Context: an optimization exercise on an open-source flow, tuned for small area, a short achievable clock period and few clock cycles per item. The choices shown serve that exercise and are no tape-out recipe.
Where RTL was checked, it was by simulation tests only, not by an equivalence proof against the original.
No activity file was given, so power comes from the tool's default toggle rates.

==> flow/design.v <==
module axi_slave_mem #(
    parameter int ADDR_WIDTH = 32,
    parameter int DATA_WIDTH = 32,
    parameter int MEM_DEPTH  = 64
) (
    input  logic                    aclk,
    input  logic                    arst,
    input  logic [3:0]              awid,
    input  logic [ADDR_WIDTH-1:0]   awaddr,
    input  logic [3:0]              awlen,
    input  logic [2:0]              awsize,
    input  logic [1:0]              awburst,
    input  logic [1:0]              awlock,
    input  logic [1:0]              awcache,
    input  logic [1:0]              awprot,
    input  logic                    awvalid,
    output logic                    awready,
    input  logic [3:0]              wid,
    input  logic [DATA_WIDTH-1:0]   wdata,
    input  logic [DATA_WIDTH/8-1:0] wstrb,
    input  logic                    wlast,
    input  logic                    wvalid,
    output logic                    wready,
    output logic [3:0]              bid,
    output logic [1:0]              bresp,
    output logic                    bvalid,
    input  logic                    bready,
    input  logic [3:0]              arid,
    input  logic [ADDR_WIDTH-1:0]   araddr,
    input  logic [3:0]              arlen,
    input  logic [2:0]              arsize,
    input  logic [1:0]              arburst,
    input  logic [1:0]              arlock,
    input  logic [1:0]              arcache,
    input  logic [1:0]              arprot,
    input  logic                    arvalid,
    output logic                    arready,
    output logic [3:0]              rid,
    output logic [DATA_WIDTH-1:0]   rdata,
    output logic [1:0]              rresp,
    output logic                    rlast,
    output logic                    rvalid,
    input  logic                    rready
);
    localparam int BYTES = DATA_WIDTH / 8;
    localparam int LSB   = $clog2(BYTES);
    localparam int IDX_W = (MEM_DEPTH > 1) ? $clog2(MEM_DEPTH) : 1;
    typedef struct packed {
        logic [10:0] lo;      
        logic        hz;      
        logic        hn;      
        logic [3:0]  hx;      
        logic [3:0]  len;
        logic [2:0]  size;
        logic [1:0]  burst;
        logic [3:0]  id;
        logic [3:0]  cnt;     
        logic        err;     
    } bst_t;
    function automatic logic cfg_err(
        input logic [2:0] size,
        input logic [3:0] len,
        input logic [1:0] burst
    );
        logic bad_wrap;
        bad_wrap = (burst == 2'b10) &&
                   !(len == 4'd1 || len == 4'd3 ||
                     len == 4'd7 || len == 4'd15);
        cfg_err = (burst == 2'b11) || (int'(size) > LSB) || bad_wrap;
    endfunction
    function automatic bst_t load(
        input logic [ADDR_WIDTH-1:0] a,
        input logic [3:0]  len,
        input logic [2:0]  size,
        input logic [1:0]  burst,
        input logic [3:0]  id
    );
        bst_t s;
        s.lo    = a[10:0];
        s.hz    = (a[ADDR_WIDTH-1:11] == '0);
        s.hn    = (a[ADDR_WIDTH-1:15] == '1);
        s.hx    = a[14:11];
        s.len   = len;
        s.size  = size;
        s.burst = burst;
        s.id    = id;
        s.cnt   = 4'd0;
        s.err   = cfg_err(size, len, burst);
        load = s;
    endfunction
    function automatic logic oor(input bst_t s);
        oor = !s.hz || (s.lo[10:8] != 3'd0);
    endfunction
    function automatic logic last(input bst_t s);
        last = (s.cnt == s.len);
    endfunction
    function automatic bst_t advance(input bst_t s);
        bst_t        n;
        logic [10:0] below;      
        logic [10:0] g;          
        logic [10:0] cin;        
        logic [10:0] inc;        
        logic        cout;       
        logic [10:0] mask;       
        n = s;
        for (int j = 0; j < 11; j++) below[j] = (j < int'(s.size));
        g = s.lo | below;
        for (int j = 0; j < 11; j++) begin
            cin[j] = 1'b1;
            for (int k = 0; k < j; k++) cin[j] = cin[j] & g[k];
        end
        cout = &g;
        inc  = s.lo ^ (cin & ~below);
        mask = (11'(s.len) << s.size) | below;
        case (s.burst)
            2'b01: begin
                n.lo = inc;
                if (cout) begin
                    n.hz = s.hn && (s.hx == 4'hf);
                    n.hn = s.hn && (s.hx != 4'hf);
                    n.hx = s.hx + 4'd1;
                end
            end
            2'b10:   n.lo = (s.lo & ~mask) | (inc & mask);
            default: n.lo = s.lo;
        endcase
        n.cnt = s.cnt + 4'd1;
        advance = n;
    endfunction
    logic unused_ok;
    assign unused_ok = ^{awlock, awcache, awprot,
                         arlock, arcache, arprot};
    logic [MEM_DEPTH-1:0][DATA_WIDTH-1:0] mem;
    logic [MEM_DEPTH-1:0]  vld;
    logic                  m_we;
    logic [IDX_W-1:0]      m_widx;
    logic [BYTES-1:0]      m_strb;
    logic [DATA_WIDTH-1:0] m_wdat;
    always_ff @(posedge aclk or negedge arst) begin
        if (!arst) vld <= '0;
        else if (m_we) vld[m_widx] <= 1'b1;
    end
    for (genvar g = 0; g < MEM_DEPTH; g++) begin : g_word
        for (genvar b = 0; b < BYTES; b++) begin : g_byte
            always_ff @(posedge aclk)
                if (m_we && m_widx == IDX_W'(g) && (m_strb[b] || !vld[g]))
                    mem[g][b*8 +: 8] <= m_wdat[b*8 +: 8];
        end
    end
    bst_t       wc, wp;          
    logic       wc_v, wp_v;
    logic [IDX_W-1:0] wk_idx;
    logic             wk_oor;
    logic       aw_rdy, w_rdy;
    logic       bq0_v, bq1_v;
    logic [3:0] bq0_id, bq1_id;
    logic       bq0_e, bq1_e;
    bst_t       aw_in, ws;       
    bst_t       ws_nx;           
    logic [IDX_W-1:0] ws_idx;
    logic       ws_oor;
    logic       aw_hs, w_hs, ws_last, w_berr, b_push, b_pop;
    assign aw_in  = load(awaddr, awlen, awsize, awburst, awid);
    assign aw_hs  = awvalid && aw_rdy;
    assign w_hs   = wvalid && w_rdy;
    assign ws      = wc_v ? wc : aw_in;
    assign ws_idx  = wc_v ? wk_idx : aw_in.lo[LSB +: IDX_W];
    assign ws_oor  = wc_v ? wk_oor : oor(aw_in);
    assign ws_nx   = advance(ws);
    assign ws_last = last(ws);
    assign w_berr  = (wlast != ws_last) || (wid != ws.id) || ws_oor;
    assign b_push  = w_hs && ws_last;
    assign b_pop   = bq0_v && bready;
    always_ff @(posedge aclk or negedge arst) begin
        if (!arst) m_we <= 1'b0;
        else       m_we <= w_hs && !ws_oor;
    end
    always_ff @(posedge aclk) begin
        m_widx <= ws_idx;
        m_strb <= wstrb;
        for (int b = 0; b < BYTES; b++)
            m_wdat[b*8 +: 8] <= wstrb[b] ? wdata[b*8 +: 8] : 8'd0;
    end
    bst_t wc_n, wp_n;
    logic wc_vn, wp_vn, bq0_vn, bq1_vn;
    logic [3:0] bq0_idn, bq1_idn;
    logic bq0_en, bq1_en;
    logic ws_err;
    always_comb begin
        wc_n   = wc;
        wc_vn  = wc_v;
        wp_n  = wp;
        wp_vn = wp_v;
        ws_err = ws.err || w_berr;
        if (w_hs) begin
            if (ws_last) begin
                if (wp_v) begin
                    wc_n   = wp;
                    wc_vn  = 1'b1;
                    wp_vn  = 1'b0;
                end else if (aw_hs && wc_v) begin
                    wc_n   = aw_in;
                    wc_vn  = 1'b1;
                end else begin
                    wc_vn = 1'b0;
                end
            end else begin
                wc_n     = ws_nx;
                wc_n.err = ws_err;
                wc_vn    = 1'b1;
            end
        end else if (aw_hs && !wc_v) begin
            wc_n   = aw_in;
            wc_vn  = 1'b1;
        end
        if (aw_hs && wc_v && !(w_hs && ws_last)) begin
            wp_n  = aw_in;
            wp_vn = 1'b1;
        end
        bq0_vn  = bq0_v;
        bq0_idn = bq0_id;
        bq0_en  = bq0_e;
        bq1_vn  = bq1_v;
        bq1_idn = bq1_id;
        bq1_en  = bq1_e;
        if (b_pop) begin
            bq0_vn  = bq1_v;
            bq0_idn = bq1_id;
            bq0_en  = bq1_e;
            bq1_vn  = 1'b0;
        end
        if (b_push) begin
            if (!bq0_vn) begin
                bq0_vn  = 1'b1;
                bq0_idn = ws.id;
                bq0_en  = ws_err;
            end else begin
                bq1_vn  = 1'b1;
                bq1_idn = ws.id;
                bq1_en  = ws_err;
            end
        end
    end
    always_ff @(posedge aclk or negedge arst) begin
        if (!arst) begin
            wc_v   <= 1'b0;
            wp_v   <= 1'b0;
            bq0_v  <= 1'b0;
            bq1_v  <= 1'b0;
            aw_rdy <= 1'b0;
            w_rdy  <= 1'b0;
        end else begin
            wc_v   <= wc_vn;
            wp_v   <= wp_vn;
            bq0_v  <= bq0_vn;
            bq1_v  <= bq1_vn;
            aw_rdy <= !wp_vn;
            w_rdy  <= !(bq1_vn && (!wc_vn || last(wc_n)));
        end
    end
    always_ff @(posedge aclk) begin
        wc     <= wc_n;
        wk_idx <= wc_n.lo[LSB +: IDX_W];
        wk_oor <= oor(wc_n);
        wp     <= wp_n;
        bq0_id <= bq0_idn;
        bq0_e  <= bq0_en;
        bq1_id <= bq1_idn;
        bq1_e  <= bq1_en;
    end
    assign awready = aw_rdy;
    assign wready  = w_rdy;
    assign bvalid  = bq0_v;
    assign bid     = bq0_id;
    assign bresp   = {bq0_e, 1'b0};
    bst_t       rc, rp;          
    logic       rc_v, rp_v, ar_rdy;
    logic       ar_hs, fetch;
    bst_t       ar_in;
    logic [IDX_W-1:0] k_idx;
    logic             k_oor;
    logic                  o_v, o_last, o_err;
    logic [3:0]            o_id;
    logic [DATA_WIDTH-1:0] o_data;
    assign ar_in = load(araddr, arlen, arsize, arburst, arid);
    assign ar_hs = arvalid && ar_rdy;
    assign fetch = rc_v && (!o_v || rready);
    logic [MEM_DEPTH-1:0]  r_sel;
    logic [DATA_WIDTH-1:0] r_data;
    always_comb begin
        r_data = '0;
        for (int i = 0; i < MEM_DEPTH; i++)
            r_data = r_data | (mem[i] & {DATA_WIDTH{r_sel[i]}});
    end
    bst_t rc_n, rp_n, r_src;
    logic rc_vn, rp_vn, r_load;
    logic [IDX_W-1:0] k_idxn;
    logic             k_oorn;
    always_comb begin
        rc_n   = rc;
        rc_vn  = rc_v;
        rp_n   = rp;
        rp_vn  = rp_v;
        k_idxn = k_idx;
        k_oorn = k_oor;
        r_load = 1'b0;
        r_src  = rp_v ? rp : ar_in;
        if (fetch) begin
            if (last(rc)) begin
                if (rp_v) begin
                    r_load = 1'b1;
                    rp_vn  = 1'b0;
                end else if (ar_hs) begin
                    r_load = 1'b1;
                end else begin
                    rc_vn = 1'b0;
                end
            end else begin
                k_idxn = rc.lo[LSB +: IDX_W];
                k_oorn = oor(rc);
                rc_n   = advance(rc);
            end
        end else if (ar_hs && !rc_v) begin
            r_load = 1'b1;
        end
        if (r_load) begin
            rc_vn     = 1'b1;
            k_idxn    = r_src.lo[LSB +: IDX_W];
            k_oorn    = oor(r_src);
            rc_n      = advance(r_src);
            rc_n.cnt  = 4'd0;
        end
        if (ar_hs && rc_v && !(fetch && last(rc))) begin
            rp_n  = ar_in;
            rp_vn = 1'b1;
        end
    end
    always_ff @(posedge aclk or negedge arst) begin
        if (!arst) begin
            rc_v   <= 1'b0;
            rp_v   <= 1'b0;
            ar_rdy <= 1'b0;
            o_v    <= 1'b0;
        end else begin
            rc_v   <= rc_vn;
            rp_v   <= rp_vn;
            ar_rdy <= !rp_vn;
            if (fetch)       o_v <= 1'b1;
            else if (rready) o_v <= 1'b0;
        end
    end
    always_ff @(posedge aclk) begin
        rc    <= rc_n;
        rp    <= rp_n;
        k_idx <= k_idxn;
        k_oor <= k_oorn;
        for (int i = 0; i < MEM_DEPTH; i++)
            r_sel[i] <= vld[i] && !k_oorn && (k_idxn == IDX_W'(i));
        if (fetch) begin
            o_id   <= rc.id;
            o_last <= last(rc);
            o_err  <= rc.err || k_oor;
            o_data <= r_data;
        end
    end
    assign arready = ar_rdy;
    assign rvalid  = o_v;
    assign rid    = o_id;
    assign rlast  = o_last;
    assign rresp  = {o_err, 1'b0};
    assign rdata  = o_data;
endmodule
clock: 8.0 ns
lec_check: 0
cap_margin: 20
core_margin: 2
core_utilization: 45
cts_cluster_diameter: 80
cts_cluster_size: 30
place_density: 0.55
setup_slack_margin: 5
slew_margin: 20
synth_memory_max_bits: 16384
run.sh (not shown) runs the stock make flow with config.mk's settings and CLKGATE_MAP_FILE= SYNTH_SCRIPT=/design/flow/synth_recipe.tcl, a recipe that flattens the netlist after the stock synthesis.
==> next run, changes <==
--- a/flow/design.v
+++ b/flow/design.v
@@ -145,76 +145,75 @@
             always_ff @(posedge aclk)
                 if (m_we && m_widx == IDX_W'(g) && (m_strb[b] || !vld[g]))
                     mem[g][b*8 +: 8] <= m_wdat[b*8 +: 8];
         end
     end
     bst_t       wc, wp;          
-    logic       wc_v, wp_v;
-    logic [IDX_W-1:0] wk_idx;
-    logic             wk_oor;
+    logic       wc_v, wp_v, wc_fr;
     logic       aw_rdy, w_rdy;
     logic       bq0_v, bq1_v;
     logic [3:0] bq0_id, bq1_id;
     logic       bq0_e, bq1_e;
     bst_t       aw_in, ws;       
-    bst_t       ws_nx;           
-    logic [IDX_W-1:0] ws_idx;
-    logic       ws_oor;
+    bst_t       wcur;            
     logic       aw_hs, w_hs, ws_last, w_berr, b_push, b_pop;
     assign aw_in  = load(awaddr, awlen, awsize, awburst, awid);
     assign aw_hs  = awvalid && aw_rdy;
     assign w_hs   = wvalid && w_rdy;
-    assign ws      = wc_v ? wc : aw_in;
-    assign ws_idx  = wc_v ? wk_idx : aw_in.lo[LSB +: IDX_W];
-    assign ws_oor  = wc_v ? wk_oor : oor(aw_in);
-    assign ws_nx   = advance(ws);
+    assign wcur    = wc_fr ? wc : advance(wc);
+    assign ws      = wc_v ? wcur : aw_in;
     assign ws_last = last(ws);
-    assign w_berr  = (wlast != ws_last) || (wid != ws.id) || ws_oor;
+    assign w_berr  = (wlast != ws_last) || (wid != ws.id) || oor(ws);
     assign b_push  = w_hs && ws_last;
     assign b_pop   = bq0_v && bready;
     always_ff @(posedge aclk or negedge arst) begin
         if (!arst) m_we <= 1'b0;
-        else       m_we <= w_hs && !ws_oor;
+        else       m_we <= w_hs && !oor(ws);
     end
     always_ff @(posedge aclk) begin
-        m_widx <= ws_idx;
+        m_widx <= ws.lo[LSB +: IDX_W];
         m_strb <= wstrb;
         for (int b = 0; b < BYTES; b++)
             m_wdat[b*8 +: 8] <= wstrb[b] ? wdata[b*8 +: 8] : 8'd0;
     end
     bst_t wc_n, wp_n;
-    logic wc_vn, wp_vn, bq0_vn, bq1_vn;
+    logic wc_vn, wp_vn, wc_frn, bq0_vn, bq1_vn;
     logic [3:0] bq0_idn, bq1_idn;
     logic bq0_en, bq1_en;
     logic ws_err;
     always_comb begin
         wc_n   = wc;
         wc_vn  = wc_v;
+        wc_frn = wc_fr;
         wp_n  = wp;
         wp_vn = wp_v;
         ws_err = ws.err || w_berr;
         if (w_hs) begin
             if (ws_last) begin
                 if (wp_v) begin
                     wc_n   = wp;
                     wc_vn  = 1'b1;
+                    wc_frn = 1'b1;
                     wp_vn  = 1'b0;
                 end else if (aw_hs && wc_v) begin
                     wc_n   = aw_in;
                     wc_vn  = 1'b1;
+                    wc_frn = 1'b1;
                 end else begin
                     wc_vn = 1'b0;
                 end
             end else begin
-                wc_n     = ws_nx;
+                wc_n     = ws;
                 wc_n.err = ws_err;
                 wc_vn    = 1'b1;
+                wc_frn   = 1'b0;
             end
         end else if (aw_hs && !wc_v) begin
             wc_n   = aw_in;
             wc_vn  = 1'b1;
+            wc_frn = 1'b1;
         end
         if (aw_hs && wc_v && !(w_hs && ws_last)) begin
             wp_n  = aw_in;
             wp_vn = 1'b1;
         end
         bq0_vn  = bq0_v;
@@ -252,19 +251,19 @@
         end else begin
             wc_v   <= wc_vn;
             wp_v   <= wp_vn;
             bq0_v  <= bq0_vn;
             bq1_v  <= bq1_vn;
             aw_rdy <= !wp_vn;
-            w_rdy  <= !(bq1_vn && (!wc_vn || last(wc_n)));
+            w_rdy  <= !(bq1_vn && (!wc_vn ||
+                        (wc_frn ? wc_n.cnt : wc_n.cnt + 4'd1) == wc_n.len));
         end
     end
     always_ff @(posedge aclk) begin
         wc     <= wc_n;
-        wk_idx <= wc_n.lo[LSB +: IDX_W];
-        wk_oor <= oor(wc_n);
+        wc_fr  <= wc_frn;
         wp     <= wp_n;
         bq0_id <= bq0_idn;
         bq0_e  <= bq0_en;
         bq1_id <= bq1_idn;
         bq1_e  <= bq1_en;
     end
=> The new run completed with no timing, DRC or antenna violations; hold slack stays flat; utilization came out lower by 0.47 points; synthesized cell count barely changes; power came out lower by 1.4%; worst setup slack loses 39 ps; clock-buffer cell count drops by 23; sequential share of layout area climbs by 0.79 points.
Testbench counts after the change, summed over its fixed seeds: cycles 22,070, beats 28,664.
No functional check of the RTL was part of the first run of this note.

-- separate check: timing with driven ports --
The results above use ideal ports. As a check the final layouts listed here were re-extracted and re-timed, cells and wires unchanged. Step 1: set_driving_cell puts a clkbuf_16 on aclk and a buf_2 on each other input, an assumption about the parent block. Step 2 also shifts input and output timing later by t, the mid clock arrival at the registers, as if the neighbouring blocks saw the same clock. Three values: ideal ports, drivers, drivers and shift; two values: the first two.
run | t, ns | setup WS [ns] | worst slew at a driven data input, ns
the first run | 0.907 | 4.587 / 4.608 / 3.701 | 0.06
the second run | 0.911 | 4.548 / 4.624 / 3.713 | 0.06
After both steps setup and hold are still met in every run listed. The setup slack of the first run, which loses most, moves by +0.021 ns with the drivers and by -0.886 ns with both steps.
